Context: an optimization exercise on an open-source flow, tuned for small area, a short achievable clock period and few clock cycles per item. The choices shown serve that exercise and are no tape-out recipe. In this exercise RTL edits were held to simulation tests only and were not proved equivalent to the original. Power is estimated from default activity; no workload was simulated.

### config.mk
export PLATFORM = sky130hd
export DESIGN_NAME = pcie_app
export DESIGN_NICKNAME = pcie_app
export VERILOG_FILES = /design/flow/design.v
export SDC_FILE = /design/flow/constraint.sdc
export NUM_CORES = 4
export LEC_CHECK = 0
export ABC_CLOCK_PERIOD_IN_PS = 3000
export CAP_MARGIN = 20
export CORE_MARGIN = 2
export CORE_UTILIZATION = 40
export SETUP_SLACK_MARGIN = 4.0
export SLEW_MARGIN = 20
### constraint.sdc
create_clock -name core_clock -period 7.0 [get_ports {clk_i}]
set_input_delay 1.4000 -clock core_clock [delete_from_list [all_inputs] [get_ports {clk_i}]]
set_output_delay 1.4000 -clock core_clock [all_outputs]
set_load 0.01 [all_outputs]
### design.v
`timescale 1ns/100ps
package pcie_app_pkg;
  localparam int NUM_STRM   = 4;
  localparam int DATA_W     = 64;
  localparam int REG_ADDR_W = 10;
  localparam int BUF_DEPTH  = 16;
  localparam logic [REG_ADDR_W-1:0] REG_CTRL     = 10'd0;
  localparam logic [REG_ADDR_W-1:0] REG_STATUS   = 10'd1;
  localparam logic [REG_ADDR_W-1:0] REG_SRC_BASE = 10'd8;
  localparam logic [REG_ADDR_W-1:0] REG_LEN_BASE = 10'd9;
endpackage
`timescale 1ns/100ps
module pcie_reg_file (
  input  logic                                   clk_i,
  input  logic                                   rst_i,
  input  logic                                   reg_wr_i,
  input  logic                                   reg_rd_i,
  input  logic [pcie_app_pkg::REG_ADDR_W-1:0]    reg_addr_i,
  input  logic [31:0]                            reg_wdata_i,
  output logic [31:0]                            reg_rdata_o,
  output logic                                   reg_rd_ack_o,
  output logic [pcie_app_pkg::NUM_STRM-1:0]      strm_en_o,
  output logic [pcie_app_pkg::NUM_STRM*29-1:0]   src_o,
  output logic [pcie_app_pkg::NUM_STRM*29-1:0]   len_o,
  output logic [pcie_app_pkg::NUM_STRM-1:0]      len_zero_o,
  output logic [pcie_app_pkg::NUM_STRM-1:0]      len_short_o,
  input  logic [pcie_app_pkg::NUM_STRM-1:0]      strm_done_i
);
  localparam int NUM_STRM   = pcie_app_pkg::NUM_STRM;
  localparam int REG_ADDR_W = pcie_app_pkg::REG_ADDR_W;
  localparam logic [REG_ADDR_W-1:0] REG_CTRL     = pcie_app_pkg::REG_CTRL;
  localparam logic [REG_ADDR_W-1:0] REG_STATUS   = pcie_app_pkg::REG_STATUS;
  localparam logic [REG_ADDR_W-1:0] REG_SRC_BASE = pcie_app_pkg::REG_SRC_BASE;
  localparam logic [REG_ADDR_W-1:0] REG_LEN_BASE = pcie_app_pkg::REG_LEN_BASE;
  logic [NUM_STRM-1:0] ctrl_q;
  logic [NUM_STRM-1:0] ctrl_nxt;
  logic [NUM_STRM-1:0] status_q;
  logic [NUM_STRM-1:0] status_nxt;
  logic [28:0]         src_q [NUM_STRM];
  logic [28:0]         len_q [NUM_STRM];
  logic [NUM_STRM-1:0] len_zero_q;
  logic [NUM_STRM-1:0] len_short_q;
  logic [31:0]         rd_mux;
  logic [31:0]         rdata_q;
  logic                rd_ack_q;
  always_comb
  begin
    ctrl_nxt   = ctrl_q;
    status_nxt = status_q;
    if (reg_wr_i && reg_addr_i == REG_CTRL)
      ctrl_nxt = reg_wdata_i[NUM_STRM-1:0];
    if (reg_wr_i && reg_addr_i == REG_STATUS)
      status_nxt = status_q & ~reg_wdata_i[NUM_STRM-1:0];
    ctrl_nxt   = ctrl_nxt & ~strm_done_i;
    status_nxt = status_nxt | strm_done_i;
  end
  always_ff @(posedge clk_i)
  begin
    if (rst_i)
    begin
      ctrl_q   <= '0;
      status_q <= '0;
    end
    else
    begin
      ctrl_q   <= ctrl_nxt;
      status_q <= status_nxt;
    end
  end
  always_ff @(posedge clk_i)
  begin
    if (reg_wr_i)
    begin
      for (int n = 0; n < NUM_STRM; n++)
      begin
        if (reg_addr_i == REG_ADDR_W'(REG_SRC_BASE + 2 * n))
          src_q[n] <= reg_wdata_i[31:3];
        if (reg_addr_i == REG_ADDR_W'(REG_LEN_BASE + 2 * n))
        begin
          len_q[n]       <= reg_wdata_i[31:3];
          len_zero_q[n]  <= (reg_wdata_i[31:3] == '0);
          len_short_q[n] <= (reg_wdata_i[31:3] <= 29'd16);
        end
      end
    end
  end
  always_comb
  begin
    case (reg_addr_i)
      REG_CTRL:   rd_mux = 32'(ctrl_q);
      REG_STATUS: rd_mux = 32'(status_q);
      default:    rd_mux = '0;
    endcase
    for (int n = 0; n < NUM_STRM; n++)
    begin
      if (reg_addr_i == REG_ADDR_W'(REG_SRC_BASE + 2 * n))
        rd_mux = {src_q[n], 3'b000};
      if (reg_addr_i == REG_ADDR_W'(REG_LEN_BASE + 2 * n))
        rd_mux = {len_q[n], 3'b000};
    end
  end
  always_ff @(posedge clk_i)
  begin
    rdata_q <= rd_mux;
  end
  always_ff @(posedge clk_i)
  begin
    if (rst_i)
      rd_ack_q <= 1'b0;
    else
      rd_ack_q <= reg_rd_i;
  end
  assign reg_rdata_o  = rdata_q;
  assign reg_rd_ack_o = rd_ack_q;
  assign strm_en_o    = ctrl_q;
  assign len_zero_o   = len_zero_q;
  assign len_short_o  = len_short_q;
  for (genvar n = 0; n < NUM_STRM; n++)
  begin : gen_cfg
    assign src_o[n*29 +: 29] = src_q[n];
    assign len_o[n*29 +: 29] = len_q[n];
  end
endmodule
`timescale 1ns/100ps
module user_pcie_stream_gen (
  input  logic                                   clk_i,
  input  logic                                   rst_i,
  input  logic                                   taken_i,
  input  logic [1:0]                             taken_strm_i,
  input  logic [4:0]                             taken_words_i,
  output logic                                   ready_o,
  output logic [pcie_app_pkg::NUM_STRM-1:0]      strm_busy_o,
  input  logic                                   cpl_valid_i,
  input  logic [7:0]                             cpl_tag_i,
  input  logic [pcie_app_pkg::DATA_W-1:0]        cpl_data_i,
  output logic [pcie_app_pkg::NUM_STRM-1:0]      strm_valid_o,
  input  logic [pcie_app_pkg::NUM_STRM-1:0]      strm_ack_i,
  output logic [pcie_app_pkg::NUM_STRM*pcie_app_pkg::DATA_W-1:0] strm_data_o
);
  localparam int NS     = pcie_app_pkg::NUM_STRM;
  localparam int DEPTH  = pcie_app_pkg::BUF_DEPTH;
  localparam int DATA_W = pcie_app_pkg::DATA_W;
  logic [1:0]        own_q;      
  logic [4:0]        pend_q;     
  logic [DEPTH-1:0]  wsel_q;     
  logic [DEPTH-1:0]  rsel_q;     
  logic [4:0]        cnt_q;      
  logic [DATA_W-1:0] rd_word;
  logic [DATA_W-1:0] mem_q [DEPTH];
  logic [NS-1:0]     hv_q;       
  logic [DATA_W-1:0] head_q;
  logic              push;
  logic              fifo_any;
  logic              head_free;
  logic              head_load;
  logic [4:0]        pend_nxt;
  logic              cnt0;
  logic              cnt1;
  assign push      = cpl_valid_i;
  assign fifo_any  = !cnt0;
  assign head_free = ((hv_q & strm_ack_i) != '0) || (hv_q == '0);
  assign head_load = head_free && (fifo_any || push);
  assign pend_nxt = taken_i ? taken_words_i : pend_q - 5'(push);
  assign cnt0    = (cnt_q == 5'd0);
  assign cnt1    = (cnt_q == 5'd1);
  assign ready_o = ((pend_q == 5'd0) || (pend_q == 5'd1 && push)) &&
                   ((cnt0 && (!push || head_free)) || (cnt1 && !push && head_free));
  always_ff @(posedge clk_i)
  begin
    if (rst_i)
    begin
      pend_q <= '0;
      wsel_q <= DEPTH'(1);
      rsel_q <= DEPTH'(1);
      cnt_q  <= '0;
      hv_q   <= '0;
    end
    else
    begin
      pend_q <= pend_nxt;
      if (push)
        wsel_q <= {wsel_q[DEPTH-2:0], wsel_q[DEPTH-1]};
      if (head_load)
        rsel_q <= {rsel_q[DEPTH-2:0], rsel_q[DEPTH-1]};
      if (push && !head_load)
        cnt_q <= cnt_q + 5'd1;
      else if (!push && head_load)
        cnt_q <= cnt_q - 5'd1;
      if (head_free)
        hv_q <= head_load ? NS'(1) << own_q : '0;
    end
  end
  always_ff @(posedge clk_i)
  begin
    if (taken_i)
      own_q <= taken_strm_i;
  end
  always_ff @(posedge clk_i)
  begin
    if (head_free)
      head_q <= fifo_any ? rd_word : cpl_data_i;
  end
  always_ff @(posedge clk_i)
  begin
    for (int w = 0; w < DEPTH; w++)
      if (push && wsel_q[w])
        mem_q[w] <= cpl_data_i;
  end
  always_comb
  begin
    rd_word = '0;
    for (int w = 0; w < DEPTH; w++)
      rd_word = rd_word | (mem_q[w] & {DATA_W{rsel_q[w]}});
  end
  always_comb
  begin
    for (int n = 0; n < NS; n++)
    begin
      strm_busy_o[n] = hv_q[n] || ((pend_q != '0 || fifo_any) && own_q == 2'(n));
      strm_data_o[n*DATA_W +: DATA_W] = head_q;
    end
  end
  assign strm_valid_o = hv_q;
endmodule
`timescale 1ns/100ps
module user_dma_req_arbiter (
  input  logic                                  clk_i,
  input  logic                                  rst_i,
  input  logic [pcie_app_pkg::NUM_STRM-1:0]     strm_en_i,
  input  logic [pcie_app_pkg::NUM_STRM*29-1:0]  src_i,
  input  logic [pcie_app_pkg::NUM_STRM*29-1:0]  len_i,
  input  logic [pcie_app_pkg::NUM_STRM-1:0]     len_zero_i,
  input  logic [pcie_app_pkg::NUM_STRM-1:0]     len_short_i,
  output logic [pcie_app_pkg::NUM_STRM-1:0]     strm_done_o,
  input  logic                                  buf_ready_i,
  input  logic [pcie_app_pkg::NUM_STRM-1:0]     buf_strm_busy_i,
  output logic                                  taken_o,
  output logic [1:0]                            taken_strm_o,
  output logic [4:0]                            taken_words_o,
  output logic [51:0]                           rd_req_o,
  output logic                                  rd_req_valid_o,
  input  logic                                  rd_req_ack_i
);
  localparam int NS = pcie_app_pkg::NUM_STRM;
  logic [NS-1:0] issued_q;        
  logic [NS-1:0] zero_len;
  logic [NS-1:0] cand;
  logic [1:0]    pick;
  logic          cont_q;          
  logic          prep_q;          
  logic          vld_q;           
  logic          taken;
  logic          free;
  logic          load;
  logic [1:0]    req_strm_q;
  logic [28:0]   req_addr_q;
  logic [4:0]    req_words_q;
  logic [28:0]   rem_q;           
  logic [28:0]   new_len;
  logic [28:0]   nxt_addr;
  logic [28:0]   nxt_rem;
  logic [4:0]    nxt_words;
  logic          nxt_last;
  always_comb
  begin
    zero_len = len_zero_i;
    cand = strm_en_i & ~issued_q & ~zero_len;
    pick = 2'd0;
    for (int n = NS - 1; n >= 0; n--)
      if (cand[n])
        pick = 2'(n);
    for (int n = 0; n < NS; n++)
      strm_done_o[n] = strm_en_i[n] && (issued_q[n] || zero_len[n]) && !buf_strm_busy_i[n] &&
                       !((prep_q || vld_q) && req_strm_q == 2'(n));
  end
  assign taken = vld_q && rd_req_ack_i;
  assign free  = !(prep_q || vld_q) || taken;
  assign new_len = len_i[pick*29 +: 29];
  always_comb
  begin
    if (cont_q)
    begin
      nxt_addr  = req_addr_q + 29'd16;
      nxt_rem   = {rem_q[28:4] - 25'd1, rem_q[3:0]};
      nxt_last  = (rem_q <= 29'd32);
      nxt_words = nxt_last ? {~rem_q[4], rem_q[3:0]} : 5'd16;
    end
    else
    begin
      nxt_addr  = src_i[pick*29 +: 29];
      nxt_rem   = new_len;
      nxt_last  = len_short_i[pick];
      nxt_words = nxt_last ? new_len[4:0] : 5'd16;
    end
  end
  assign load = free && (cont_q || cand != '0);
  always_ff @(posedge clk_i)
  begin
    if (rst_i)
    begin
      prep_q <= 1'b0;
      vld_q  <= 1'b0;
      cont_q <= 1'b0;
    end
    else
    begin
      if (taken)
        vld_q <= 1'b0;
      if (prep_q && buf_ready_i)
      begin
        prep_q <= 1'b0;
        vld_q  <= 1'b1;
      end
      if (load)
      begin
        cont_q <= !nxt_last;
        if (!(prep_q || vld_q) && buf_ready_i)
          vld_q  <= 1'b1;
        else
          prep_q <= 1'b1;
      end
    end
  end
  always_ff @(posedge clk_i)
  begin
    if (load)
    begin
      if (!cont_q)
        req_strm_q <= pick;
      req_addr_q  <= nxt_addr;
      req_words_q <= nxt_words;
      rem_q       <= nxt_rem;
    end
  end
  always_ff @(posedge clk_i)
  begin
    for (int n = 0; n < NS; n++)
    begin
      if (rst_i || !strm_en_i[n])
        issued_q[n] <= 1'b0;
      else if (load && nxt_last && (cont_q ? req_strm_q : pick) == 2'(n))
        issued_q[n] <= 1'b1;
    end
  end
  assign taken_o       = taken;
  assign taken_strm_o  = req_strm_q;
  assign taken_words_o = req_words_q;
  assign rd_req_valid_o = vld_q;
  assign rd_req_o       = {req_addr_q, 3'b000, 4'b0000, req_words_q, 3'b000, 6'b000001, req_strm_q};
endmodule
`timescale 1ns/100ps
module pcie_app (
  input  logic          clk_i,
  input  logic          rst_i,
  input  logic          reg_wr_i,
  input  logic          reg_rd_i,
  input  logic [9:0]    reg_addr_i,
  input  logic [31:0]   reg_wdata_i,
  output logic [31:0]   reg_rdata_o,
  output logic          reg_rd_ack_o,
  output logic [51:0]   rd_req_o,
  output logic          rd_req_valid_o,
  input  logic          rd_req_ack_i,
  input  logic          cpl_valid_i,
  input  logic [7:0]    cpl_tag_i,
  input  logic [63:0]   cpl_data_i,
  output logic [3:0]    strm_valid_o,
  input  logic [3:0]    strm_ack_i,
  output logic [255:0]  strm_data_o
);
  localparam int NS = pcie_app_pkg::NUM_STRM;
  logic [NS-1:0]    strm_en;
  logic [NS*29-1:0] src;
  logic [NS*29-1:0] len;
  logic [NS-1:0]    len_zero;
  logic [NS-1:0]    len_short;
  logic [NS-1:0]    strm_done;
  logic             taken;
  logic [1:0]       taken_strm;
  logic [4:0]       taken_words;
  logic             buf_ready;
  logic [NS-1:0]    buf_strm_busy;
  pcie_reg_file reg_file_i (
    .clk_i        (clk_i),
    .rst_i        (rst_i),
    .reg_wr_i     (reg_wr_i),
    .reg_rd_i     (reg_rd_i),
    .reg_addr_i   (reg_addr_i),
    .reg_wdata_i  (reg_wdata_i),
    .reg_rdata_o  (reg_rdata_o),
    .reg_rd_ack_o (reg_rd_ack_o),
    .strm_en_o    (strm_en),
    .src_o        (src),
    .len_o        (len),
    .len_zero_o   (len_zero),
    .len_short_o  (len_short),
    .strm_done_i  (strm_done)
  );
  user_dma_req_arbiter dra_i (
    .clk_i           (clk_i),
    .rst_i           (rst_i),
    .strm_en_i       (strm_en),
    .src_i           (src),
    .len_i           (len),
    .len_zero_i      (len_zero),
    .len_short_i     (len_short),
    .strm_done_o     (strm_done),
    .buf_ready_i     (buf_ready),
    .buf_strm_busy_i (buf_strm_busy),
    .taken_o         (taken),
    .taken_strm_o    (taken_strm),
    .taken_words_o   (taken_words),
    .rd_req_o        (rd_req_o),
    .rd_req_valid_o  (rd_req_valid_o),
    .rd_req_ack_i    (rd_req_ack_i)
  );
  user_pcie_stream_gen psg_i (
    .clk_i          (clk_i),
    .rst_i          (rst_i),
    .taken_i        (taken),
    .taken_strm_i   (taken_strm),
    .taken_words_i  (taken_words),
    .ready_o        (buf_ready),
    .strm_busy_o    (buf_strm_busy),
    .cpl_valid_i    (cpl_valid_i),
    .cpl_tag_i      (cpl_tag_i),
    .cpl_data_i     (cpl_data_i),
    .strm_valid_o   (strm_valid_o),
    .strm_ack_i     (strm_ack_i),
    .strm_data_o    (strm_data_o)
  );
endmodule
### run.sh
#!/bin/bash
# synth_recipe.tcl (not shown) runs the flow's synth.tcl, then flattens the netlist and writes it again
# the make line also repeats each setting of config.mk as NAME=value (left out here)
make -C /OpenROAD-flow-scripts/flow DESIGN_CONFIG=/design/flow/config.mk WORK_HOME=/design/flow/orfs CLKGATE_MAP_FILE= SYNTH_SCRIPT=/design/flow/synth_recipe.tcl finish
==> flow_summary.json, run 1 <==
{
  "synth_compound_area_share_pct": 11.4,
  "start_util_pct": 40.4,
  "cp-endpoint": "psg_i.mem_q[4][34]",
  "period_minus_slack_ns": 3.10,
  "crit_buf_inv": 3,
  "crit_slowest_cell": "and2_4",
  "power_leakage_nw": 22.6,
  "die_height_um": 385,
  "r2r-end": "dra_i.req_addr_q[19]",
  "dr.pass1.iters": 6,
  "avgSynthCellArea_sq_um": 16.4,
  "rr_startpoint": "reg_file_i.len_zero_q[3]",
  "clock-sinks": 1489,
  "synthSimpleGateAreaFrac_pct": 4.76,
  "seqPwrFrac_pct": 46.8,
  "ys_types": 86,
  "crit_path_start_kind": "input port",
  "total_power_mw": 22.5,
  "htreeDepth": 4,
  "syn_to_final_growth_pct": 18.7,
  "regToRegSetupSlack_ns": 4.10,
  "sw_frac_of_total_pct": 27.4,
  "startpoint": "cpl_valid_i",
  "multi_input_area_sq_mm": 0.0123,
  "arrival_ns": 3.50,
  "regArea_sq_mm": 0.0439,
  "layout-drive-gt1-share_pct": 13.4,
  "ant_nets": 0,
  "switchingPower_mw": 6.16,
  "place_inst": 5561,
  "rsz0062_at_grt": "true",
  "path_depth": 4,
  "maxCapViolCount": 0,
  "synth_fa_ha_area_share_pct": 0.172,
  "grt_max_degree": 64,
  "cts.path.max_buffers": 3,
  "r2r_cells": 6,
  "crit_chain": "clkdlybuf4s50_1, buf_4, and2_4, buf_4",
  "synth_warnings": 6,
  "yosys.area.top_type": "edfxtp_1",
  "drv_slew": 0,
  "post-route-period-util_pct": 44.3,
  "pwr-share-comb_pct": 17.4,
  "clock_skew_ns": 0.0455,
  "synth_top_family_by_area": "compound AO/OA/AOI/OAI gates",
  "port_buffers": 445,
  "synthArstFlopShare_pct": 0,
  "routed-via-count": 35400,
  "end_kind": "flop",
  "synth_edf_count": 1395,
  "clk_latency_ns": 0.80,
  "fp.dieArea_sq_mm": 0.148,
  "worst_pin_slew_ns": 1.13,
  "ys_seq_area_share_pct": 75.3,
  "core_sq_mm": 0.144,
  "die_x_um": 385,
  "cpPeakStageDelay_ns": 0.59,
  "postLayoutCellArea_sq_mm": 0.0690,
  "viasPerCell": 5.96,
  "ios": 470,
  "syn_inst": 3555,
  "cp_top_family": "buffers and inverters",
  "crit_path_frequent_cell": "buf_4",
  "wl_per_cell_um": 29.8,
  "p_per_area_mw_per_mm2": 326,
  "p_clk_share_pct": 35.8,
  "gp_congestion": 0.776,
  "hp-class": "flop to flop",
  "post-dp-hpwl_um": 88600,
  "synth_area_leaders": "edfxtp_1 72%, a22oi_1 3.9%, dfxtp_1 3.2%",
  "maxSlewHeadroom_pct": 24.6,
  "row_count": 139,
  "path_max_fanout": 44,
  "worstPathRequired_ns": 7.40,
  "wl_um": 177000,
  "first_iter_violations": 4243,
  "setup-tns-final_ns": 0,
  "p_int_mw": 16.3,
  "synth_seq_cells": 1489,
  "placed_area_sq_mm": 0.0633,
  "cts_buffers": 155,
  "synth_xor_area_share_pct": 0.738,
  "syn-cell-area_sq_mm": 0.0582,
  "synth_common_cells": "1395 x edfxtp_1, 300 x a22oi_1, 210 x buf_4",
  "ir_drop_mv": 0.226,
  "yosysMostFrequentCell": "edfxtp_1",
  "antenna_found_initial": 22,
  "grt_usage_pct": 23.1,
  "gr-total-overflow": 0,
  "max_freq_ghz": 0.323,
  "yosys.area.top_type_share_pct": 72.0,
  "layoutNonFillerInstCount": 5939,
  "grt_pass1_vias": 34000,
  "drc": 0,
  "synthMuxAreaShare_pct": 3.22,
  "cts_root_buf": "clkbuf_16",
  "grt_pass1_wl_um": 246000,
  "status": "timing/DRC/antenna clean",
  "nNetsFinal": 4047,
  "cts_tree": "done",
  "setup-violations-final": 0,
  "hold_buffers": 0,
  "clkTransAtPathRegs_ns": 0.06,
  "n_fill_cell": 12300,
  "ys.flop_type": "edfxtp_1",
  "crit_type": "input port to flop",
  "timing_hold_violations_final": 0
}
[power groups by stage]
stage | logic (mW) | registers (mW) | clock network [mW]
after floorplan | 2.46 | 10.7 | 0
after global placement | 4.06 | 10.8 | 0
after detailed placement | 4.08 | 10.8 | 0
after CTS | 3.92 | 10.5 | 8.14
after global routing | 4.20 | 10.6 | 8.48
final | 3.91 | 10.5 | 8.05
[stage by stage]
step	setup slack, ns	hold WS, ns	utilization [%]
after floorplan	3.22	0.436	-
after global placement	2.10	0.443	44.0
after detailed placement	2.07	0.454	44.0
after CTS	3.74	0.463	47.8
after global routing	3.90	0.485	47.9
final	3.90	0.460	47.9
[flip-flops by register name, summed over array words and instances, names as in the netlist, 5 cells and up]
| name | count |
|---|---|
| dra_i.req_addr_q | 29 |
| dra_i.rem_q | 29 |
| dra_i.req_words_q | 5 |
| psg_i.cnt_q | 5 |
| reg_file_i.src_q | 116 |
| psg_i.mem_q | 1024 |
| reg_file_i.len_q | 116 |
| psg_i.head_q | 64 |
| reg_file_i.rdata_q | 32 |
| psg_i.wsel_q | 16 |
| psg_i.pend_q | 5 |
| psg_i.rsel_q | 16 |
[placed cells by master, fill, tap and decap left out, types with 18 or more instances in the layout]
cell | Yosys | routed
edfxtp_1 | 1395 | 1395
a22oi_1 | 300 | 298
dlygate4sd2_1 | 0 | 253
mux2i_1 | 167 | 167
clkbuf_16 | 0 | 159
nor2_1 | 163 | 155
a221oi_1 | 124 | 124
a22o_1 | 114 | 114
clkdlybuf4s50_1 | 0 | 109
buf_4 | 210 | 102
a21oi_1 | 96 | 96
nand2_1 | 68 | 66
dfxtp_1 | 94 | 64
nand3_1 | 61 | 57
and3_1 | 53 | 52
nand4_1 | 51 | 51
clkbuf_1 | 155 | 38
o21ai_0 | 34 | 34
xnor2_1 | 33 | 33
a211oi_1 | 32 | 32
clkinv_1 | 1 | 29
a222oi_1 | 26 | 26
a221o_1 | 26 | 26
clkdlybuf4s15_1 | 0 | 26
buf_6 | 2 | 26
a41oi_1 | 24 | 24
o22a_1 | 24 | 24
inv_1 | 25 | 23
nor3_1 | 22 | 22
clkbuf_2 | 0 | 22
and2_4 | 1 | 21
dfxtp_4 | 0 | 19
buf_2 | 10 | 18
buf_12 | 2 | 18
[layout make-up]
class	instances	share of cell area (%)
flip-flops and latches	1489	63.5
multi-input cells	1655	17.9
repair buffers	586	7.79
clock buffers	202	6.06
well taps	1903	3.45
clock inverters	68	1.07
inverters	26	0.152
diodes	8	0.0290
repair inverters	2	0.0181
[tightest hold or removal path: stages, from the launching register on]
cell and delay [ns]:
dfxtp_1 0.31, nand2_1 0.05, a21oi_1 0.05
[how the worst min path moves through the flow]
stage / cells past startpoint / start / to
2_1_floorplan: 2 / reg_file_i.status_q[0] / reg_file_i.status_q[0]
3_3_place_gp: 1 / psg_i.wsel_q[0] / psg_i.wsel_q[0]
3_5_place_dp: 1 / psg_i.wsel_q[0] / psg_i.wsel_q[0]
4_1_cts: 2 / reg_file_i.status_q[0] / reg_file_i.status_q[0]
5_1_grt: 2 / reg_file_i.status_q[0] / reg_file_i.status_q[0]
6_report: 2 / reg_file_i.status_q[0] / reg_file_i.status_q[0]
[layer usage]
layer	part of all wire [%]	track usage, %
met1	40	31.2
met2	49	38.3
met3	8.8	4.25
met4	2.2	6.14
met5	0.050	0
[kinds of logic (layout without fill, tap and decap cells)]
kind of cell    Yosys count  after routing
buf+inv                 447            884
xor+xnor                 49             49
flops                  1489           1489
fa+ha+maj                 8              8
mux                     179            179
other cells               2             24
compound gates          854            854
simple gates            527            549
[repair_timing]
item                                    in CTS  in global routing
buffers inserted                            60                 14
pin swaps                                   27                 12
endpoints found under the setup margin    1035                493
cloned                                      19                  7
resized for setup                          503                 78
Testbench counts, summed over its fixed seeds: cycles 29,398, words 15,263.
==> inputs of run 2 (changes only) <==
--- a/design.v
+++ b/design.v
@@ -22,2 +22,3 @@
   output logic [pcie_app_pkg::NUM_STRM-1:0]      strm_en_o,
+  output logic [pcie_app_pkg::NUM_STRM-1:0]      strm_en_nxt_o,
   output logic [pcie_app_pkg::NUM_STRM*29-1:0]   src_o,
@@ -115,2 +116,3 @@
   assign strm_en_o    = ctrl_q;
+  assign strm_en_nxt_o = (reg_wr_i && reg_addr_i == REG_CTRL) ? reg_wdata_i[NUM_STRM-1:0] : ctrl_q;
   assign len_zero_o   = len_zero_q;
@@ -205,3 +207,3 @@
     for (int w = 0; w < DEPTH; w++)
-      if (push && wsel_q[w])
+      if (wsel_q[w] && !cnt_q[4])
         mem_q[w] <= cpl_data_i;
@@ -229,2 +231,3 @@
   input  logic [pcie_app_pkg::NUM_STRM-1:0]     strm_en_i,
+  input  logic [pcie_app_pkg::NUM_STRM-1:0]     strm_en_nxt_i,
   input  logic [pcie_app_pkg::NUM_STRM*29-1:0]  src_i,
@@ -245,5 +248,8 @@
   logic [NS-1:0] issued_q;        
-  logic [NS-1:0] zero_len;
-  logic [NS-1:0] cand;
-  logic [1:0]    pick;
+  logic [NS-1:0] issued_set;
+  logic [NS-1:0] cand_nxt;
+  logic [NS-1:0] pick_nxt;
+  logic [NS-1:0] pick_q;          
+  logic          cand_any_q;      
+  logic [1:0]    pick_idx;
   logic          cont_q;          
@@ -258,3 +264,5 @@
   logic [28:0]   rem_q;           
+  logic [28:0]   new_src;
   logic [28:0]   new_len;
+  logic          new_short;
   logic [28:0]   nxt_addr;
@@ -263,19 +271,44 @@
   logic          nxt_last;
+  assign taken = vld_q && rd_req_ack_i;
+  assign free  = !(prep_q || vld_q) || taken;
+  assign load  = free && (cont_q || cand_any_q);
   always_comb
   begin
-    zero_len = len_zero_i;
-    cand = strm_en_i & ~issued_q & ~zero_len;
-    pick = 2'd0;
-    for (int n = NS - 1; n >= 0; n--)
-      if (cand[n])
-        pick = 2'(n);
+    pick_idx = 2'd0;
+    for (int n = 0; n < NS; n++)
+      if (pick_q[n])
+        pick_idx = 2'(n);
+    issued_set = '0;
+    if (load && nxt_last)
+      issued_set[cont_q ? req_strm_q : pick_idx] = 1'b1;
+    cand_nxt = strm_en_nxt_i & ~issued_q & ~issued_set & ~len_zero_i;
+    pick_nxt = cand_nxt & ~(cand_nxt - 1'b1);
     for (int n = 0; n < NS; n++)
-      strm_done_o[n] = strm_en_i[n] && (issued_q[n] || zero_len[n]) && !buf_strm_busy_i[n] &&
+      strm_done_o[n] = strm_en_i[n] && (issued_q[n] || len_zero_i[n]) && !buf_strm_busy_i[n] &&
                        !((prep_q || vld_q) && req_strm_q == 2'(n));
   end
-  assign taken = vld_q && rd_req_ack_i;
-  assign free  = !(prep_q || vld_q) || taken;
-  assign new_len = len_i[pick*29 +: 29];
+  always_ff @(posedge clk_i)
+  begin
+    if (rst_i)
+    begin
+      pick_q     <= '0;
+      cand_any_q <= 1'b0;
+    end
+    else
+    begin
+      pick_q     <= pick_nxt;
+      cand_any_q <= (cand_nxt != '0);
+    end
+  end
   always_comb
   begin
+    new_src   = '0;
+    new_len   = '0;
+    new_short = 1'b0;
+    for (int n = 0; n < NS; n++)
+    begin
+      new_src   = new_src | (src_i[n*29 +: 29] & {29{pick_q[n]}});
+      new_len   = new_len | (len_i[n*29 +: 29] & {29{pick_q[n]}});
+      new_short = new_short | (len_short_i[n] & pick_q[n]);
+    end
     if (cont_q)
@@ -289,9 +322,8 @@
     begin
-      nxt_addr  = src_i[pick*29 +: 29];
+      nxt_addr  = new_src;
       nxt_rem   = new_len;
-      nxt_last  = len_short_i[pick];
-      nxt_words = nxt_last ? new_len[4:0] : 5'd16;
+      nxt_last  = new_short;
+      nxt_words = new_short ? new_len[4:0] : 5'd16;
     end
   end
-  assign load = free && (cont_q || cand != '0);
   always_ff @(posedge clk_i)
@@ -328,3 +360,3 @@
       if (!cont_q)
-        req_strm_q <= pick;
+        req_strm_q <= pick_idx;
       req_addr_q  <= nxt_addr;
@@ -340,3 +372,3 @@
         issued_q[n] <= 1'b0;
-      else if (load && nxt_last && (cont_q ? req_strm_q : pick) == 2'(n))
+      else if (issued_set[n])
         issued_q[n] <= 1'b1;
@@ -372,2 +404,3 @@
   logic [NS-1:0]    strm_en;
+  logic [NS-1:0]    strm_en_nxt;
   logic [NS*29-1:0] src;
@@ -392,2 +425,3 @@
     .strm_en_o    (strm_en),
+    .strm_en_nxt_o (strm_en_nxt),
     .src_o        (src),
@@ -402,2 +436,3 @@
     .strm_en_i       (strm_en),
+    .strm_en_nxt_i   (strm_en_nxt),
     .src_i           (src),
==> flow_summary.json, run 2 <==
{
  "final_cell_mix": "1395 x edfxtp_1, 411 x a22oi_1, 243 x dlygate4sd2_1, 178 x nor2_1, 157 x clkbuf_16",
  "crit_path_frequent_cell": "buf_6",
  "timing_hold_violations_final": 0,
  "hold_depth": 1,
  "synthArstFlopShare_pct": 0,
  "r2r_cells": 6,
  "ir_drop_mv": 0.328,
  "synth_common_cells": "1395 x edfxtp_1, 413 x a22oi_1, 208 x buf_4",
  "synth_seq_cells": 1494,
  "row_count": 139,
  "first_iter_violations": 3921,
  "place_inst": 5601,
  "clkTransAtPathRegs_ns": 0.06,
  "cpPeakStageDelay_ns": 0.41,
  "post-route-period-util_pct": 44.1,
  "drv_slew": 0,
  "yosysMostFrequentCell": "edfxtp_1",
  "n_fill_cell": 12100,
  "p_clk_share_pct": 35.4,
  "hp-class": "flop to flop",
  "wl_um": 167000,
  "syn_inst": 3595,
  "ys_types": 67,
  "crit_type": "flop to output port",
  "die_x_um": 383,
  "ant_nets": 0,
  "cts_tree": "done",
  "start_util_pct": 40.2,
  "synth_xor_area_share_pct": 0.746,
  "synth_edf_count": 1395,
  "ios": 470,
  "setup-violations-final": 0,
  "layout-drive-gt1-share_pct": 12.5,
  "yosys.area.top_type_share_pct": 72.8,
  "cts_root_buf": "clkbuf_16",
  "period_minus_slack_ns": 3.09,
  "ys_seq_area_share_pct": 76.3,
  "grt_usage_pct": 22.1,
  "avgSynthCellArea_sq_um": 16.0,
  "ys.flop_type": "edfxtp_1",
  "seqPwrFrac_pct": 46.8,
  "synthSimpleGateAreaFrac_pct": 5.01,
  "power_leakage_nw": 22.3,
  "antenna_found_initial": 9,
  "arrival_ns": 1.69,
  "rsz0062_at_grt": "true",
  "maxCapViolCount": 0,
  "r2r-end": "dra_i.cand_any_q",
  "die_height_um": 383,
  "setup-tns-final_ns": 0,
  "clock-sinks": 1494,
  "synth_warnings": 6,
  "syn_to_final_growth_pct": 19.0,
  "rr_startpoint": "dra_i.rem_q[12]",
  "p_per_area_mw_per_mm2": 332,
  "min-delay-start": "reg_file_i.ctrl_q[2]",
  "end_kind": "output port",
  "layoutNonFillerInstCount": 5960,
  "gp_congestion": 0.767,
  "reg.largest.list": "psg_i.mem_q (1024), reg_file_i.len_q (116), reg_file_i.src_q (116)",
  "largest-register": "psg_i.mem_q",
  "drc": 0,
  "nNetsFinal": 4059,
  "worst_pin_slew_ns": 1.09,
  "whs_endpoint": "dra_i.issued_q[2]",
  "max_freq_ghz": 0.324,
  "syn-cell-area_sq_mm": 0.0575,
  "grt_pass1_vias": 34100,
  "switchingPower_mw": 6.22,
  "yosys.area.top_type": "edfxtp_1",
  "routed-via-count": 34900,
  "core_sq_mm": 0.143,
  "synth_compound_area_share_pct": 12.5,
  "grt_pass1_wl_um": 238000,
  "gr-total-overflow": 0,
  "fp.dieArea_sq_mm": 0.147,
  "htreeDepth": 4,
  "viasPerCell": 5.85,
  "crit_path_start_kind": "flop",
  "crit_chain": "buf_12, buf_6, buf_6, buf_6",
  "port_buffers": 445,
  "clock_skew_ns": 0.0797,
  "worstPathRequired_ns": 5.60,
  "crit_slowest_cell": "edfxtp_1",
  "synth_fa_ha_area_share_pct": 0.174,
  "cts.path.max_buffers": 3,
  "dr.pass1.iters": 6,
  "wl_per_cell_um": 28.0,
  "cts_buffers": 155,
  "clk_latency_ns": 0.80,
  "synthMuxAreaShare_pct": 0.979,
  "maxSlewHeadroom_pct": 27.2,
  "pwr-share-comb_pct": 17.8,
  "grt_max_degree": 72,
  "synth_area_leaders": "edfxtp_1 73%, a22oi_1 5.4%, dfxtp_1 3.4%",
  "largest_reg_flops": 1024,
  "final_common_cell": "edfxtp_1",
  "sw_frac_of_total_pct": 27.4,
  "regToRegSetupSlack_ns": 4.09,
  "synth_top_family_by_area": "compound AO/OA/AOI/OAI gates",
  "post-dp-hpwl_um": 84100,
  "p_int_mw": 16.5,
  "path_max_fanout": 2,
  "status": "timing/DRC/antenna clean"
}
-- run 2: cell types whose count changed after synthesis, moves of 23 or more --
cell,delta
a21oi_1,+24
a221o_1,-26
a222oi_1,-24
a22oi_1,+113
and3_1,+23
mux2i_1,-113
nand2_1,+27
nor3_1,+26
o21ai_0,-26
o22a_1,-24
o22ai_1,+26
-- run 2: metal layers --
| layer | wire [um] | GRT usage [%] |
|---|---|---|
| met1 | 67600 | 30.1 |
| met2 | 81600 | 36.8 |
| met3 | 14100 | 3.53 |
| met4 | 3610 | 6.15 |
| met5 | 72 | 0 |
-- run 2: power groups by stage --
stage	combinational (mW)	sequential, mW	clock, mW
CTS	4.00	10.6	8.16
global route	4.36	10.7	8.52
global placement	4.19	10.9	0
finish	4.04	10.6	8.05
floorplan	2.52	10.8	0
detailed placement	4.21	10.9	0
-- run 2: worst max-delay path: cells and delay by family (launching register included) --
family	cells	cell delay, ns
buffers and inverters	4	0.50
flip-flops	1	0.41
-- run 2: kinds of logic after synthesis --
group,Yosys count
muxes,56
adders and majority gates,8
DFF,1494
other,2
xor gates and xnor gates,49
and+or+nand+nor,583
AOI/OAI and AO/OA,955
buffers and inverters,448
-- run 2: worst max-delay path by stage --
stage                                start                       to  slack, ns  cells after the start
after floorplan              strm_ack_i[0]         psg_i.rsel_q[11]       2.28                      6
after global placement       reg_addr_i[6]  reg_file_i.len_q[0][17]       2.40                      5
after detailed placement     reg_addr_i[6]  reg_file_i.len_q[0][25]       2.42                      5
after CTS                 psg_i.head_q[62]         strm_data_o[126]       3.84                      2
after global routing      psg_i.head_q[53]         strm_data_o[245]       3.86                      4
final                     psg_i.head_q[53]          strm_data_o[53]       3.91                      4
-- run 2: stage by stage --
stage / utilization [%] / power, mW / worst slack, ns / hold slack [ns] / cell area (sq um)
floorplan: - / 13.3 / 2.28 / 0.450 / 57800
finish: 47.8 / 22.7 / 3.91 / 0.498 / 68500
global route: 47.8 / 23.6 / 3.86 / 0.514 / 68500
CTS: 47.6 / 22.8 / 3.84 / 0.496 / 68200
detailed placement: 43.9 / 15.1 / 2.42 / 0.479 / 62800
global placement: 43.9 / 15.1 / 2.40 / 0.474 / 62800
-- run 2: layout make-up --
cell class	count	area, sq um	area share, %
clock inverters	84	865	1.26
diodes	3	7.51	0.0110
repair buffers	583	5390	7.88
clock buffers	200	4140	6.05
multi-input cells	1671	11600	17.0
well taps	1903	2380	3.48
flip-flops and latches	1494	44000	64.2
inverters	22	86.3	0.126
-- run 2: timing repair --
item	4_1_cts	5_1_grt
gates cloned	4	0
hold buffers	0	0
gates resized for setup	531	82
pin swaps	7	3
hold endpoints to repair	0	0
endpoints found under the setup margin	664	350
buffers inserted	58	10
Testbench counts of run 2, summed over its fixed seeds: cycles 29,398, words 15,263.
==> inputs of run 3 (changes only) <==
==> flow/run.sh (new file) <==
#!/bin/bash
# Standard layout, with the port buffers made from buf_2 cells instead of
# the delay buffers the flow picks by default. Every port keeps its buffer.
set -euo pipefail
cat >> config.mk <<'MK'
export BUFFER_PORTS_ARGS = -buffer_cell sky130_fd_sc_hd__buf_2
MK
bash standard.sh > standard.log 2>&1
==> standard.sh (new file) <==
#!/bin/bash
# synth_recipe.tcl (not shown) runs the flow's synth.tcl, then flattens the netlist and writes it again
# the make line also repeats each setting of config.mk as NAME=value (left out here)
make -C /OpenROAD-flow-scripts/flow DESIGN_CONFIG=/design/flow/config.mk WORK_HOME=/design/flow/orfs CLKGATE_MAP_FILE= SYNTH_SCRIPT=/design/flow/synth_recipe.tcl "${@:-finish}"
--- a/config.mk
+++ b/config.mk
@@ -13 +13,2 @@
 export SLEW_MARGIN = 20
+export BUFFER_PORTS_ARGS = -buffer_cell sky130_fd_sc_hd__buf_2
removed: run.sh
==> flow_summary.json, run 3 <==
{
  "p_per_area_mw_per_mm2": 336,
  "antenna_found_initial": 18,
  "hold_buffers": 0,
  "hold_slack_ns": 0.491,
  "grt_pass1_vias": 33200,
  "gp_congestion": 0.761,
  "yosysMostFrequentCell": "edfxtp_1",
  "htreeDepth": 4,
  "synth_seq_cells": 1494,
  "syn-cell-area_sq_mm": 0.0575,
  "fp.dieArea_sq_mm": 0.147,
  "grt_pass1_wl_um": 234000,
  "maxSlewHeadroom_pct": 27.4,
  "wl_per_cell_um": 27.9,
  "first_iter_violations": 3487,
  "p_int_mw": 16.0,
  "worst_pin_slew_ns": 1.09,
  "cts.path.max_buffers": 3,
  "avgSynthCellArea_sq_um": 16.0,
  "switchingPower_mw": 6.14,
  "dr.pass1.iters": 6,
  "max_freq_ghz": 0.335,
  "end_kind": "flop",
  "drc": 0,
  "crit_chain": "buf_2, or4_4, nor2_4, and3_2, and2_2",
  "synth_edf_count": 1395,
  "ir_drop_mv": 0.342,
  "synth_common_cells": "1395 x edfxtp_1, 413 x a22oi_1, 208 x buf_4",
  "crit_path_start_kind": "input port",
  "die_x_um": 383,
  "post-route-period-util_pct": 42.6,
  "ant_nets": 0,
  "start_util_pct": 40.2,
  "fin_util_pct": 45.9,
  "n_fill_cell": 12300,
  "sw_frac_of_total_pct": 27.8,
  "layout-drive-gt1-share_pct": 20.4,
  "period_minus_slack_ns": 2.98,
  "ys_types": 67,
  "syn_inst": 3595,
  "drv_slew": 0,
  "maxCapViolCount": 0,
  "post-dp-hpwl_um": 82800,
  "largest-register": "psg_i.mem_q",
  "yosys.area.top_type": "edfxtp_1",
  "reg.largest.list": "psg_i.mem_q (1024), reg_file_i.len_q (116), reg_file_i.src_q (116)",
  "setup-violations-final": 0,
  "cts_buffers": 156,
  "cts_root_buf": "clkbuf_16",
  "timing_hold_violations_final": 0,
  "worstPathRequired_ns": 7.42,
  "arrival_ns": 3.40,
  "pwr-share-comb_pct": 15.6,
  "final_common_cell": "edfxtp_1",
  "row_count": 139,
  "grt_max_degree": 69,
  "cts_tree": "done",
  "core_sq_mm": 0.143,
  "port_buffers": 445,
  "clk_latency_ns": 0.79,
  "cpPeakStageDelay_ns": 0.60,
  "ys_seq_area_share_pct": 76.3,
  "clock-sinks": 1494,
  "synth_warnings": 6,
  "synth_area_leaders": "edfxtp_1 73%, a22oi_1 5.4%, dfxtp_1 3.4%",
  "power_leakage_nw": 21.4,
  "total_power_mw": 22.1,
  "routed-via-count": 34500,
  "gr-total-overflow": 0,
  "synthArstFlopShare_pct": 0,
  "wl_um": 165000,
  "die_height_um": 383,
  "status": "timing/DRC/antenna clean",
  "viasPerCell": 5.86,
  "clkTransAtPathRegs_ns": 0.06,
  "seqPwrFrac_pct": 48.2,
  "yosys.area.top_type_share_pct": 72.8,
  "crit_type": "input port to flop",
  "p_clk_share_pct": 36.2,
  "crit_slowest_cell": "and2_2",
  "grt_usage_pct": 21.9,
  "setup-tns-final_ns": 0,
  "clock_skew_ns": 0.0515,
  "syn_to_final_growth_pct": 14.3,
  "final_cell_mix": "1395 x edfxtp_1, 444 x buf_2, 411 x a22oi_1, 179 x nor2_1, 156 x clkbuf_16",
  "ys.flop_type": "edfxtp_1",
  "path_max_fanout": 16,
  "nNetsFinal": 3992,
  "largest_reg_flops": 1024,
  "hp-class": "flop to flop",
  "rsz0062_at_grt": "true",
  "ios": 470
}
-- run 3: cell counts after synthesis --
Identical to the previous run, type by type.
-- run 3: logic make-up after synthesis --
family                   share of synthesized area [%]
flip-flops                                        76.3
AO/OA/AOI/OAI                                     12.5
multiplexers                                     0.979
XOR/XNOR                                         0.746
buffers and inverters                             4.29
other                                           0.0131
AND/OR/NAND/NOR                                   5.01
adder cells (fa/ha/maj)                          0.174
-- run 3: routing by layer --
metal	vias to the layer above	part of all wire, %	global-route usage (%)
li1	14900	-	-
met1	17800	40	29.1
met2	1644	50	37.2
met3	230	8.4	4.09
met4	18	1.9	5.56
met5	-	0.062	0
-- run 3: what timing repair did --
action,in CTS,in global routing
buffers inserted,4,2
cloned,2,1
resized for setup,7,9
pin swaps,2,4
endpoints found under the setup margin,124,152
-- run 3: final cells by class --
cell class / instances / area [sq um] / area share (%)
sequential: 1494 / 43900 / 66.8
inverter: 22 / 86.3 / 0.131
clock buffer: 195 / 4120 / 6.27
clock inverter: 90 / 826 / 1.26
timing repair buffer: 516 / 2830 / 4.31
tap: 1903 / 2380 / 3.62
antenna: 5 / 12.5 / 0.0190
multi-input combinational: 1670 / 11500 / 17.5
-- run 3: worst max-delay path: cells and delay by family --
family	cells	cell delay (ns)
and+or+nand+nor	4	1.86
buffers and inverters	1	0.12
-- run 3: through the flow --
stage	instance area, sq um	std cells	setup slack, ns
global placement	60600	5595	2.86
detailed placement	60600	5595	2.84
CTS	65600	5886	3.99
finish	65700	5895	4.02
global route	65700	5892	3.93
floorplan	57800	3609	2.28
-- run 3: path summary, 6_finish.rpt --
kind	start	to	slack, ns	cells past startpoint
setup / recovery	reg_addr_i[5]	reg_file_i.src_q[2][0]	4.02	5
hold / removal	reg_file_i.ctrl_q[0]	dra_i.issued_q[0]	0.49	1
setup reg to reg	dra_i.cont_q	dra_i.req_addr_q[0]	4.06	4
hold reg to reg	reg_file_i.ctrl_q[0]	dra_i.issued_q[0]	0.49	1
-- run 3: power by group through the flow --
| stage | clock, mW | combinational, mW | sequential [mW] |
|---|---|---|---|
| 2_1_floorplan | 0 | 2.52 | 10.8 |
| 3_3_place_gp | 0 | 3.43 | 10.8 |
| 3_5_place_dp | 0 | 3.44 | 10.9 |
| 4_1_cts | 8.13 | 3.51 | 10.7 |
| 5_1_grt | 8.46 | 3.78 | 10.7 |
| 6_report | 7.99 | 3.46 | 10.7 |
==> inputs of run 4 (changes only) <==
--- a/config.mk
+++ b/config.mk
@@ -10,3 +10,5 @@
 export CORE_MARGIN = 2
-export CORE_UTILIZATION = 40
+export CORE_UTILIZATION = 70
+export CTS_CLUSTER_DIAMETER = 80
+export CTS_CLUSTER_SIZE = 30
 export SETUP_SLACK_MARGIN = 4.0
==> flow_summary.json, run 4 <==
{
  "status": "timing/DRC/antenna clean",
  "timing_hold_violations_final": 0,
  "path_max_fanout": 39,
  "ys_types": 67,
  "grt_usage_pct": 35.5,
  "synth_seq_cells": 1494,
  "largest_reg_flops": 1024,
  "hp-class": "flop to flop",
  "gr-usage-met1_pct": 47.7,
  "setup-tns-final_ns": 0,
  "synth_edf_count": 1395,
  "n_fill_cell": 4838,
  "cts_root_buf": "clkbuf_16",
  "grt.met3_usage_pct": 5.95,
  "hold_buffers": 0,
  "antenna_found_initial": 13,
  "largest-register": "psg_i.mem_q",
  "cp-endpoint": "psg_i.head_q[63]",
  "htreeDepth": 2,
  "synthArstFlopShare_pct": 0,
  "port_buffers": 445,
  "max_freq_ghz": 0.336,
  "power_leakage_nw": 19.8,
  "clock-sinks": 1494,
  "gp_congestion": 0.894,
  "maxSlewHeadroom_pct": 22.5,
  "rsz0062_at_grt": "true",
  "routed-via-count": 34800,
  "post-route-period-util_pct": 42.5,
  "layoutNonFillerInstCount": 4870,
  "end_kind": "flop",
  "cts_tree": "done",
  "worst_pin_slew_ns": 1.16,
  "drv_slew": 0,
  "synth_warnings": 6,
  "ant_nets": 0,
  "reg.largest.list": "psg_i.mem_q (1024), reg_file_i.len_q (116), reg_file_i.src_q (116)",
  "syn-cell-area_sq_mm": 0.0575,
  "r2r_cells": 5,
  "p_per_area_mw_per_mm2": 297,
  "syn_to_final_growth_pct": 6.70,
  "maxCapViolCount": 0,
  "drc": 0,
  "gr-total-overflow": 0,
  "final_common_cell": "edfxtp_1",
  "synth_common_cells": "1395 x edfxtp_1, 413 x a22oi_1, 208 x buf_4",
  "start_util_pct": 70.4,
  "setup-violations-final": 0,
  "startpoint": "psg_i.rsel_q[8]",
  "die_height_um": 291,
  "regToRegSetupSlack_ns": 4.03,
  "post-dp-hpwl_um": 79900,
  "yosys.area.top_type": "edfxtp_1",
  "worstPathRequired_ns": 7.43,
  "cts_buffers": 57,
  "ios": 470,
  "grt_max_degree": 67,
  "arrival_ns": 3.40,
  "clock_skew_ns": 0.0260,
  "row_count": 105,
  "nNetsFinal": 3897,
  "wl_um": 153000,
  "grt_pass1_wl_um": 220000,
  "crit_path_start_kind": "flop",
  "core_sq_mm": 0.0817,
  "syn_inst": 3595,
  "fp.dieArea_sq_mm": 0.0845,
  "first_iter_violations": 4763,
  "cts.path.max_buffers": 3,
  "clkTransAtPathRegs_ns": 0.11,
  "rr_startpoint": "psg_i.rsel_q[8]",
  "crit_type": "flop to flop",
  "grt.busiest_layer": "met2",
  "dr.pass1.iters": 6,
  "place_inst": 4762,
  "yosysMostFrequentCell": "edfxtp_1",
  "period_minus_slack_ns": 2.97,
  "grt_pass1_vias": 33800,
  "ys_seq_area_share_pct": 76.3,
  "yosys.area.top_type_share_pct": 72.8,
  "gr-usage-met2_pct": 59.6,
  "ys.flop_type": "edfxtp_1",
  "viasPerCell": 7.15,
  "r2r-end": "psg_i.head_q[63]",
  "die_x_um": 291,
  "final_cell_mix": "1395 x edfxtp_1, 444 x buf_2, 411 x a22oi_1, 179 x nor2_1, 142 x a221oi_1",
  "layout-drive-gt1-share_pct": 17.7,
  "ir_drop_mv": 0.296,
  "clk_latency_ns": 0.69,
  "wl_per_cell_um": 31.4,
  "avgSynthCellArea_sq_um": 16.0,
  "min-delay-start": "reg_file_i.ctrl_q[3]",
  "synth_area_leaders": "edfxtp_1 73%, a22oi_1 5.4%, dfxtp_1 3.4%"
}
[run 4: cell counts after synthesis]
No cell type changed its count.
[run 4: critical path: stages (launching register included)]
cell and delay [ns]:
dfxtp_2 1.04, buf_4 0.76, a22o_1 0.24, a221oi_1 0.05, and3_1 0.22, a41oi_1 0.40
[run 4: how the worst min path moves through the flow]
stage	to	cells after the start
after floorplan	dra_i.issued_q[2]	1
after global placement	reg_file_i.status_q[1]	2
after detailed placement	dra_i.issued_q[3]	1
after CTS	dra_i.issued_q[3]	1
after global routing	dra_i.issued_q[0]	1
final	dra_i.issued_q[3]	1
[run 4: timing repair]
item,in CTS,in global routing
setup endpoints to repair,151,98
pin swaps,2,4
gates resized for setup,10,4
cloned,1,3
buffers inserted,1,9
[run 4: where the power goes]
group	internal, mW	leakage (nW)	switching, mW
clock	1.64	0.816	2.55
combinational	1.18	5.46	2.21
sequential	10.3	13.5	0.370
[run 4: per-layer routing]
| layer | routed length (um) | share of wire (%) |
|---|---|---|
| met1 | 53500 | 35 |
| met2 | 76300 | 50 |
| met3 | 17800 | 12 |
| met4 | 5480 | 3.6 |
| met5 | 104 | 0.068 |
[run 4: kinds of logic after synthesis]
group	Yosys count	synth area share, %
adders and majority gates	8	0.174
buffers and inverters	448	4.29
DFF	1494	76.3
other	2	0.0131
AOI/OAI and AO/OA	955	12.5
and+or+nand+nor	583	5.01
xor gates and xnor gates	49	0.746
muxes	56	0.979
[run 4: cell type report]
| cell class | count | area, sq um | area share [%] |
|---|---|---|---|
| Sequential cell | 1494 | 43900 | 71.6 |
| Clock buffer | 75 | 1570 | 2.55 |
| Tap cell | 1070 | 1340 | 2.18 |
| Antenna cell | 6 | 15.0 | 0.0245 |
| Clock inverter | 13 | 116 | 0.190 |
| Timing Repair Buffer | 519 | 2810 | 4.57 |
| Inverter | 22 | 86.3 | 0.141 |
| Multi-Input combinational cell | 1671 | 11500 | 18.8 |
[run 4: per-stage QoR]
step / worst slack, ns / hold slack [ns] / instance area [sq um] / power [mW] / utilization [%]
5_1_grt: 3.99 / 0.518 / 61400 / 18.8 / 75.1
2_1_floorplan: 2.28 / 0.450 / 57800 / 13.3 / -
3_3_place_gp: 2.97 / 0.471 / 59500 / 14.1 / 72.8
3_5_place_dp: 2.97 / 0.479 / 59500 / 14.2 / 72.8
4_1_cts: 4.00 / 0.497 / 61300 / 18.2 / 75.0
6_report: 4.03 / 0.500 / 61400 / 18.2 / 75.1
==> inputs of run 5 (changes only) <==
--- a/design.v
+++ b/design.v
@@ -264,2 +264,3 @@
   logic [28:0]   rem_q;           
+  logic          le32_q;          
   logic [28:0]   new_src;
@@ -317,3 +318,3 @@
       nxt_rem   = {rem_q[28:4] - 25'd1, rem_q[3:0]};
-      nxt_last  = (rem_q <= 29'd32);
+      nxt_last  = le32_q;
       nxt_words = nxt_last ? {~rem_q[4], rem_q[3:0]} : 5'd16;
@@ -364,2 +365,3 @@
       rem_q       <= nxt_rem;
+      le32_q      <= cont_q ? (rem_q <= 29'd48) : (new_len <= 29'd32);
     end
--- a/config.mk
+++ b/config.mk
@@ -13,3 +13,3 @@
 export CTS_CLUSTER_SIZE = 30
-export SETUP_SLACK_MARGIN = 4.0
+export SETUP_SLACK_MARGIN = 4.3
 export SLEW_MARGIN = 20
==> flow_summary.json, run 5 <==
{
  "end_kind": "output port",
  "max_freq_ghz": 0.357,
  "layoutNonFillerInstCount": 4904,
  "ys.flop_type": "edfxtp_1",
  "yosys.area.top_type": "edfxtp_1",
  "worstPathRequired_ns": 5.60,
  "p_clk_share_pct": 22.8,
  "reg.largest.list": "psg_i.mem_q (1024), reg_file_i.len_q (116), reg_file_i.src_q (116)",
  "cp_top_family": "flip-flops",
  "min-delay-start": "reg_file_i.status_q[1]",
  "sw_frac_of_total_pct": 28.5,
  "post-route-period-util_pct": 40.1,
  "placed_area_sq_mm": 0.0600,
  "setup-violations-final": 0,
  "power_leakage_nw": 20.5,
  "routed-via-count": 34700,
  "dr.pass1.iters": 8,
  "wl_per_cell_um": 31.3,
  "switchingPower_mw": 5.27,
  "arrival_ns": 1.40,
  "grt_pass1_wl_um": 220000,
  "crit_path_start_kind": "flop",
  "pwr-share-comb_pct": 19.4,
  "rr_startpoint": "psg_i.rsel_q[9]",
  "first_iter_violations": 4546,
  "wl_um": 154000,
  "cts.path.max_buffers": 3,
  "worst_pin_slew_ns": 1.07,
  "crit_chain": "buf_2",
  "largest-register": "psg_i.mem_q",
  "regArea_sq_mm": 0.0440,
  "maxSlewHeadroom_pct": 28.8,
  "synth_warnings": 6,
  "period_minus_slack_ns": 2.80,
  "crit_type": "flop to output port",
  "row_count": 105,
  "clk_latency_ns": 0.67,
  "clock-sinks": 1495,
  "nNetsFinal": 3930,
  "die_x_um": 292,
  "grt_max_degree": 93,
  "n_fill_cell": 4779,
  "gp_congestion": 0.860,
  "p_int_mw": 13.2,
  "r2r_cells": 5,
  "p_per_area_mw_per_mm2": 296,
  "synth_common_cells": "1396 x edfxtp_1, 369 x a22oi_1, 215 x nor2_1",
  "die_height_um": 292,
  "ios": 470,
  "synth_seq_cells": 1495,
  "gr-total-overflow": 0,
  "final_common_cell": "edfxtp_1",
  "viasPerCell": 7.07,
  "ys_seq_area_share_pct": 75.8,
  "place_inst": 4750,
  "maxCapViolCount": 0,
  "ant_nets": 0,
  "postLayoutCellArea_sq_mm": 0.0625,
  "core_sq_mm": 0.0820,
  "grt_usage_pct": 35.3,
  "grt_pass1_vias": 33600,
  "setup-tns-final_ns": 0,
  "r2r-end": "psg_i.head_q[20]",
  "status": "timing/DRC/antenna clean",
  "final_cell_mix": "1396 x edfxtp_1, 435 x buf_2, 369 x a22oi_1, 211 x nor2_1, 156 x a22o_1",
  "fp.dieArea_sq_mm": 0.0851,
  "syn_to_final_growth_pct": 7.87,
  "htreeDepth": 2,
  "multi_input_area_sq_mm": 0.0120,
  "layout-drive-gt1-share_pct": 19.8,
  "cpPeakStageDelay_ns": 0.53,
  "drc": 0,
  "cts_tree": "done",
  "whs_endpoint": "reg_file_i.status_q[1]",
  "cts_buffers": 57,
  "seqPwrFrac_pct": 57.9,
  "crit_buf_inv": 1,
  "synth_edf_count": 1396,
  "drv_slew": 0,
  "antenna_found_initial": 17,
  "syn-cell-area_sq_mm": 0.0579,
  "ir_drop_mv": 0.260,
  "hold_depth": 2,
  "fin_util_pct": 76.2,
  "post-dp-hpwl_um": 78600,
  "ys_types": 76,
  "yosysMostFrequentCell": "edfxtp_1",
  "crit_slowest_cell": "edfxtp_1",
  "synthArstFlopShare_pct": 0,
  "yosys.area.top_type_share_pct": 72.4,
  "timing_hold_violations_final": 0,
  "rsz0062_at_grt": "true",
  "largest_reg_flops": 1024,
  "clkTransAtPathRegs_ns": 0.11,
  "path_max_fanout": 4,
  "port_buffers": 445,
  "avgSynthCellArea_sq_um": 16.2,
  "synth_area_leaders": "edfxtp_1 72%, a22oi_1 4.8%, dfxtp_1 3.4%",
  "start_util_pct": 70.7,
  "syn_inst": 3575,
  "clock_skew_ns": 0.0344,
  "hp-class": "flop to flop",
  "regToRegSetupSlack_ns": 4.27,
  "cts_root_buf": "clkbuf_16"
}
-- run 5: cell types whose count changed in the layout (fill, tap and decap cells not counted), sizes merged, moves of 20 or more --
cell     delta
o211ai     -23
and3       -46
a221o      +20
a22o       +39
o22ai      -28
a221oi     -34
mux4       +30
nor2       +36
o2bb2ai    +20
a211oi     -23
a22oi      -44
buf        +38
-- run 5: kinds of logic (layout without fill, tap and decap cells) --
logic type	count (synthesis)	count (layout)	share of synthesized area, %
adder cells (fa/ha/maj)	8	8	0.173
XOR/XNOR	49	49	0.741
flip-flops	1495	1495	75.8
buffers and inverters	436	665	4.29
AO/OA/AOI/OAI	893	893	11.7
multiplexers	84	84	2.11
other	2	25	0.0130
AND/OR/NAND/NOR	608	615	5.13
-- run 5: worst max path at each step --
stage / startpoint / end / slack, ns / cells after the start
floorplan: psg_i.cnt_q[4] / psg_i.mem_q[10][0] / 3.20 / 2
global placement: reg_addr_i[5] / reg_file_i.src_q[1][9] / 2.57 / 7
detailed placement: reg_addr_i[5] / reg_file_i.src_q[3][12] / 2.66 / 6
CTS: psg_i.head_q[2] / strm_data_o[194] / 4.17 / 1
global route: psg_i.head_q[2] / strm_data_o[194] / 4.13 / 1
finish: psg_i.head_q[2] / strm_data_o[194] / 4.20 / 1
-- run 5: cell type report --
| cell class | instances | area share (%) |
|---|---|---|
| multi-input cells | 1665 | 19.2 |
| clock buffers | 77 | 2.51 |
| inverters | 21 | 0.172 |
| repair buffers | 558 | 5.39 |
| flip-flops and latches | 1495 | 70.3 |
| well taps | 1070 | 2.14 |
| clock inverters | 9 | 0.206 |
| diodes | 9 | 0.0360 |
-- run 5: worst reg2reg max path, stage by stage, from the launching register on --
cell and delay (ns):
dfxtp_2 0.85, buf_4 0.82, a221oi_1 0.27, nand3_1 0.15, nor2_1 0.06, a21oi_1 0.35
-- run 5: per-layer routing --
layer	routed length (um)	global-route usage (%)	vias to the layer above	share of wire [%]
li1	-	-	14500	-
met1	53900	48.2	17400	35
met2	76300	59.1	2409	50
met3	17100	4.76	333	11
met4	6140	13.0	18	4.0
met5	110	0	-	0.072
-- run 5: repair_timing --
action,CTS,global route
pin swaps,10,6
setup endpoints to repair,508,464
gates cloned,5,3
gates resized for setup,37,27
hold buffers,0,0
setup buffers,32,19
-- run 5: power groups by stage --
| stage | clock, mW | combinational, mW | sequential, mW |
|---|---|---|---|
| floorplan | 0 | 2.57 | 10.8 |
| global placement | 0 | 3.33 | 10.9 |
| detailed placement | 0 | 3.39 | 10.9 |
| CTS | 4.23 | 3.44 | 10.7 |
| global route | 4.52 | 3.80 | 10.7 |
| finish | 4.20 | 3.58 | 10.7 |
-- run 5: metrics by stage --
step                setup WS, ns  hold WS, ns  total power, mW
floorplan                   3.20        0.436             13.4
global placement            2.57        0.446             14.2
detailed placement          2.66        0.463             14.3
CTS                         4.17        0.479             18.4
global route                4.13        0.516             19.1
finish                      4.20        0.480             18.5
Testbench counts of run 5, summed over its fixed seeds: cycles 29,398, words 15,263.
==> inputs of run 6 (changes only) <==
==> flow/run.sh (replaced) <==
#!/bin/bash
# Standard layout, with the port buffers made from buf_1 cells instead of
# the delay buffers the flow picks by default. Every port keeps its buffer.
set -euo pipefail
cat >> config.mk <<'MK'
export BUFFER_PORTS_ARGS = -buffer_cell sky130_fd_sc_hd__buf_1
MK
bash standard.sh > standard.log 2>&1
--- a/config.mk
+++ b/config.mk
@@ -10,3 +10,3 @@
 export CORE_MARGIN = 2
-export CORE_UTILIZATION = 70
+export CORE_UTILIZATION = 80
 export CTS_CLUSTER_DIAMETER = 80
@@ -15,2 +15,2 @@
 export SLEW_MARGIN = 20
-export BUFFER_PORTS_ARGS = -buffer_cell sky130_fd_sc_hd__buf_2
+export BUFFER_PORTS_ARGS = -buffer_cell sky130_fd_sc_hd__buf_1
==> flow_summary.json, run 6 <==
{
  "crit_chain": "buf_12, buf_4, nand3_1, or3_1, nor2_1, nand3_1, xor2_1, a21oi_1",
  "max_freq_ghz": 0.354,
  "sw_frac_of_total_pct": 28.9,
  "multi_input_area_sq_mm": 0.0120,
  "post-route-period-util_pct": 40.3,
  "timing_hold_violations_final": 0,
  "final_common_cell": "edfxtp_1",
  "crit_slowest_cell": "nor2_1",
  "setup-violations-final": 0,
  "yosys.area.top_type": "edfxtp_1",
  "regToRegSetupSlack_ns": 4.18,
  "clk_latency_ns": 0.68,
  "ys.flop_type": "edfxtp_1",
  "regArea_sq_mm": 0.0440,
  "syn_to_final_growth_pct": 6.82,
  "hp-class": "flop to flop",
  "ys_types": 76,
  "startpoint": "dra_i.req_addr_q[4]",
  "hold_buffers": 0,
  "htreeDepth": 2,
  "synth_edf_count": 1396,
  "n_fill_cell": 3048,
  "pwr-share-comb_pct": 19.2,
  "worst_pin_slew_ns": 1.15,
  "port_buffers": 445,
  "maxCapViolCount": 0,
  "avgSynthCellArea_sq_um": 16.2,
  "cpPeakStageDelay_ns": 0.62,
  "wl_um": 158000,
  "synth_warnings": 6,
  "rsz0062_at_grt": "true",
  "syn_inst": 3575,
  "core_sq_mm": 0.0716,
  "seqPwrFrac_pct": 58.8,
  "cts_tree": "done",
  "crit_type": "flop to flop",
  "largest-register": "psg_i.mem_q",
  "grt_max_degree": 77,
  "die_height_um": 273,
  "path_max_fanout": 4,
  "wl_per_cell_um": 33.0,
  "grt_pass1_vias": 35700,
  "ys_seq_area_share_pct": 75.8,
  "gr-total-overflow": 0,
  "maxSlewHeadroom_pct": 23.4,
  "grt_usage_pct": 41.5,
  "post-dp-hpwl_um": 80800,
  "status": "timing/DRC/antenna clean",
  "clock_skew_ns": 0.0231,
  "fp.dieArea_sq_mm": 0.0746,
  "synth_area_leaders": "edfxtp_1 72%, a22oi_1 4.8%, dfxtp_1 3.4%",
  "switchingPower_mw": 5.29,
  "crit_path_frequent_cell": "nand3_1",
  "ant_nets": 0,
  "synth_common_cells": "1396 x edfxtp_1, 369 x a22oi_1, 215 x nor2_1",
  "min-delay-start": "reg_file_i.status_q[1]",
  "drc": 0,
  "reg.largest.list": "psg_i.mem_q (1024), reg_file_i.len_q (116), reg_file_i.src_q (116)",
  "cts.path.max_buffers": 3,
  "p_int_mw": 13.0,
  "routed-via-count": 36600,
  "worstPathRequired_ns": 7.41,
  "crit_path_start_kind": "flop",
  "viasPerCell": 7.66,
  "p_per_area_mw_per_mm2": 296,
  "crit_buf_inv": 2,
  "synth_seq_cells": 1495,
  "final_cell_mix": "1396 x edfxtp_1, 369 x a22oi_1, 256 x buf_1, 211 x nor2_1, 174 x clkbuf_2",
  "yosysMostFrequentCell": "edfxtp_1",
  "period_minus_slack_ns": 2.82,
  "clkTransAtPathRegs_ns": 0.11,
  "dr.pass1.iters": 6,
  "first_iter_violations": 6035,
  "clock-sinks": 1495,
  "fin_util_pct": 86.4,
  "synthArstFlopShare_pct": 0,
  "end_kind": "flop",
  "largest_reg_flops": 1024,
  "cts_root_buf": "clkbuf_16",
  "hold_slack_ns": 0.490,
  "nNetsFinal": 3921,
  "cp_top_family": "simple AND/OR/NAND/NOR gates",
  "arrival_ns": 3.23,
  "cts_buffers": 56,
  "die_x_um": 273,
  "yosys.area.top_type_share_pct": 72.4,
  "drv_slew": 0,
  "syn-cell-area_sq_mm": 0.0579,
  "ir_drop_mv": 0.359,
  "power_leakage_nw": 19.7,
  "grt_pass1_wl_um": 224000,
  "gp_congestion": 0.895,
  "p_clk_share_pct": 22.0,
  "layout-drive-gt1-share_pct": 13.0,
  "ios": 470,
  "antenna_found_initial": 8,
  "setup-tns-final_ns": 0,
  "row_count": 98,
  "start_util_pct": 80.9,
  "rr_startpoint": "dra_i.req_addr_q[4]"
}
[run 6: what timing repair did]
action                                  CTS  global route
gates cloned                              6             2
pin swaps                                 9             2
hold endpoints to repair                  0             0
gates resized for setup                  58           209
endpoints found under the setup margin  643           386
setup buffers                            33            16
[run 6: layer usage]
| metal | up-vias | global-route usage [%] | wire, um |
|---|---|---|---|
| met1 | 17900 | 53.9 | 48800 |
| li1 | 14500 | - | - |
| met2 | 3599 | 68.2 | 78000 |
| met3 | 630 | 7.71 | 21600 |
| met5 | - | 0 | 9 |
| met4 | 2 | 21.4 | 9140 |
[run 6: final timing paths]
check	endpoint	depth (start not counted)
min	reg_file_i.status_q[1]	2
max reg2reg	dra_i.req_addr_q[27]	8
max	dra_i.req_addr_q[27]	8
min reg2reg	reg_file_i.status_q[1]	2
[run 6: per-stage QoR]
stage | power [mW] | cell area, sq um | instances | setup WS [ns]
finish | 18.3 | 61900 | 4773 | 4.18
global route | 18.7 | 61900 | 4767 | 4.17
CTS | 18.0 | 61400 | 4744 | 4.19
detailed placement | 14.1 | 59200 | 4624 | 2.62
global placement | 13.9 | 59200 | 4622 | 2.58
floorplan | 13.4 | 58300 | 3589 | 3.20
[run 6: power by group through the flow]
stage | combinational (mW) | clock [mW] | sequential [mW]
2_1_floorplan | 2.57 | 0 | 10.8
3_3_place_gp | 3.05 | 0 | 10.9
3_5_place_dp | 3.16 | 0 | 10.9
4_1_cts | 3.30 | 3.98 | 10.7
5_1_grt | 3.72 | 4.25 | 10.8
6_report | 3.52 | 4.02 | 10.7
[run 6: logic make-up (layout without fill, tap and decap cells)]
| kind of cell | count (synthesis) | after routing | synth area share [%] |
|---|---|---|---|
| simple gates | 608 | 615 | 5.13 |
| flops | 1495 | 1495 | 75.8 |
| mux | 84 | 84 | 2.11 |
| other cells | 2 | 27 | 0.0130 |
| buf+inv | 436 | 652 | 4.29 |
| fa+ha+maj | 8 | 8 | 0.173 |
| xor+xnor | 49 | 49 | 0.741 |
| compound gates | 893 | 893 | 11.7 |
[run 6: final cells by class]
type / instances / share of cell area, %
antenna: 11 / 0.0445
clock buffer: 75 / 2.41
clock inverter: 6 / 0.0971
inverter: 21 / 0.174
multi-input combinational: 1665 / 19.4
sequential: 1495 / 71.0
tap: 950 / 1.92
timing repair buffer: 550 / 4.89
[run 6: worst reg2reg max path, stage by stage (launching register included)]
cell      delay (ns)
edfxtp_1        0.39
buf_12          0.13
buf_4           0.17
nand3_1         0.14
or3_1           0.48
nor2_1          0.62
nand3_1         0.29
xor2_1          0.25
a21oi_1         0.10

## static timing again, ports no longer ideal
How much do the figures lean on ideal ports? The routed layouts below were timed once more, with nothing changed but the port constraints. Step 1 assumes that a clkbuf_16 drives the clock port and a buf_2 every other input. Step 2, shift: input delay + t, output delay - t, t = (earliest + latest rising clock arrival at the registers) / 2. This alone moves slack from input paths to output paths. Three values: no drivers, after step 1, after step 2; two values: the first two.
run	shift t [ns]	slack for setup (ns)	pins driven straight from the clock port
run 1	0.855	3.902 / 3.918 / 3.070	1
run 2	0.828	3.915 / 3.849 / 3.185	1
run 3	0.842	4.018 / 3.984 / 3.232	1
run 4	0.746	4.026 / 4.016 / 3.341	1
run 5	0.733	4.196 / 4.126 / 3.643	1
run 6	0.738	4.176 / 4.136 / 3.515	1
After both steps setup and hold are still met in every run listed. For run 1, which loses most, drivers alone change the setup slack by +0.016 ns; drivers and shift together by -0.832 ns.
